Context: an optimization exercise on an open-source flow, tuned for small area and a short achievable clock period. The choices shown serve that exercise and are no tape-out recipe.
Function was checked by simulation only, so behaviour that the tests miss may differ from the original.
Power figures rest on the tool's default switching activity, not on a simulated workload.

Design gshare_fetch_predictor, start of the top module:
module gshare_fetch_predictor #(
    parameter int          HIST_BITS = 5,
    parameter logic [31:0] RESET_PC  = 32'h0000_0000
) (
    input  logic                 clk,
    input  logic                 Reset,
    input  logic                 PC_write,
    input  logic [31:0]          imem_inst,
    output logic [31:0]          pc_out,
    output logic [31:0]          IF_inst,
    output logic [31:0]          nextPC,
    output logic                 prediction,
    output logic [31:0]          branch_target,
    output logic [31:0]          updated_pc_IF,
    output logic [HIST_BITS-1:0] GHPT_index_IF,
    output logic [HIST_BITS-1:0] GHR_IF,
    output logic [HIST_BITS-1:0] G_BTB_index_IF,
    input  logic                 ex_valid,
    input  logic                 ex_taken,
    input  logic [31:0]          ex_target,
    input  logic [31:0]          ex_pc,
    input  logic [HIST_BITS-1:0] ex_GHPT_index,
    input  logic [HIST_BITS-1:0] ex_G_BTB_index,
    input  logic [HIST_BITS-1:0] ex_GHR,
    input  logic                 ex_mispredict,
    input  logic [31:0]          ex_correct_pc
);
Size in the first run: ~2000 flip-flops, roughly 0.078 sq mm of cells after synthesis.
clock: 6.5 ns
lec_check: 0
cap_margin: 10
core_margin: 2
core_utilization: 40
cts_cluster_diameter: 80
cts_cluster_size: 24
setup_slack_margin: 3.0
slew_margin: 10
synth_hierarchical: 1
tns_end_percent: 15
standard.sh (not shown) runs the stock make flow with config.mk's settings and CLKGATE_MAP_FILE= SYNTH_SCRIPT=/design/flow/synth_recipe.tcl, a recipe that flattens the netlist after the stock synthesis.
==> flow/flow/run.sh <==
#!/bin/bash
# Standard layout, with the port buffers made from buf_2 instead of the
# default delay-buffer cell. Each make step logs under orfs/logs; the make
# output as a whole goes to standard.log in the work folder.
set -euo pipefail
export BUFFER_PORTS_ARGS="-buffer_cell sky130_fd_sc_hd__buf_2"
bash standard.sh > standard.log 2>&1
The baseline completed without violations.
Next try:
Settings changed: CAP_MARGIN 10 to 20, SLEW_MARGIN 10 to 20, TNS_END_PERCENT 15 to 5.
Outcome: Sequential share of layout area decreases by 0.21 points. Global-route usage stays flat. Final cell count is about the same. Sequential cell count does not change. Routed wire length stays the same. Worst hold slack loses 3.8 ps. Register-to-register slack stays flat. Worst setup slack gains 6.6 ps. Synthesized cell count stays the same.
Next try:
Settings changed: CAP_MARGIN 20 to 10, GPL_ROUTABILITY_DRIVEN set to 0, SLEW_MARGIN 20 to 10.
Outcome:
- The changed run finished with timing, DRC and antenna clean
- register-to-register slack hardly moves
- maximum frequency barely changes
- hold slack gains 3.8 ps
- sequential power is about the same
- critical path depth goes down by 1
- total power hardly moves
- cell count hardly moves
Next try:
Settings changed: GPL_ROUTABILITY_DRIVEN 0 to not set.
Wire length stays the same. Count of clock-buffer cells in the layout stays the same. Utilization is unchanged. Fmax does not change. Cell count stays the same. Synthesized area stays the same. Worst setup slack is unchanged.

---

Starting RTL as in the previous note.
Settings: LEC_CHECK=0, CAP_MARGIN=20, CORE_MARGIN=2, CORE_UTILIZATION=45, CTS_CLUSTER_DIAMETER=80, CTS_CLUSTER_SIZE=24, SETUP_SLACK_MARGIN=3.0, SLEW_MARGIN=20, SYNTH_HIERARCHICAL=1, TNS_END_PERCENT=5; clock period 6.5 ns.
Scripts as last shown in full above: flow/flow/run.sh
The baseline completed with no timing, DRC or antenna violations.
Change:
--- a/flow/config.mk
+++ b/flow/config.mk
@@ -6,11 +6,11 @@
 export NUM_CORES = 4
 export LEC_CHECK = 0
-export CAP_MARGIN = 20
+export CAP_MARGIN = 0
 export CORE_MARGIN = 2
-export CORE_UTILIZATION = 45
+export CORE_UTILIZATION = 40
 export CTS_CLUSTER_DIAMETER = 80
 export CTS_CLUSTER_SIZE = 24
 export SETUP_SLACK_MARGIN = 3.0
-export SLEW_MARGIN = 20
+export SLEW_MARGIN = 0
 export SYNTH_HIERARCHICAL = 1
 export TNS_END_PERCENT = 5
Outcome: Worst setup slack improves by 0.076 ns. First-iteration DRC count falls by 6.4%. Maximum frequency is higher by 2.0%. Combinational power is lower by about 2%. Die area went up by 12%. Design area rises by 0.31%. Total power rose by 0.63%.

==> what the ideal ports hide <==
In the flow no input, the clock included, has a driving cell. The finished layouts below were timed again as built, in two steps. Step 1 sets driving cells, clkbuf_16 on the clock port and buf_2 on the other inputs (assumed; they add their load-dependent delay and slew). Step 2, shift: input delay + t, output delay - t, t = (earliest + latest rising clock arrival at the registers) / 2. This alone moves slack from input paths to output paths. Slacks: no drivers / after step 1 / after step 2; pairs: no drivers / after step 1.
run | shift t [ns] | setup WS [ns] | worst setup path at the end | pins driven straight from the clock port
the first run of note 1 | 0.835 | 2.794 / 2.753 / 1.918 | input to register | 1
the second run of note 1 | 0.838 | 2.801 / 2.756 / 1.982 | input to register | 1
the third run of note 1 | 0.835 | 2.794 / 2.753 / 1.918 | input to register | 1
the fourth run of note 1 | 0.835 | 2.794 / 2.753 / 1.918 | input to register | 1
the first run of note 2 | 0.835 | 2.702 / 2.668 / 1.833 | input to register | 1
the second run of note 2 | 0.830 | 2.778 / 2.758 / 1.928 | input to register | 1
After both steps every run listed still meets setup and hold.
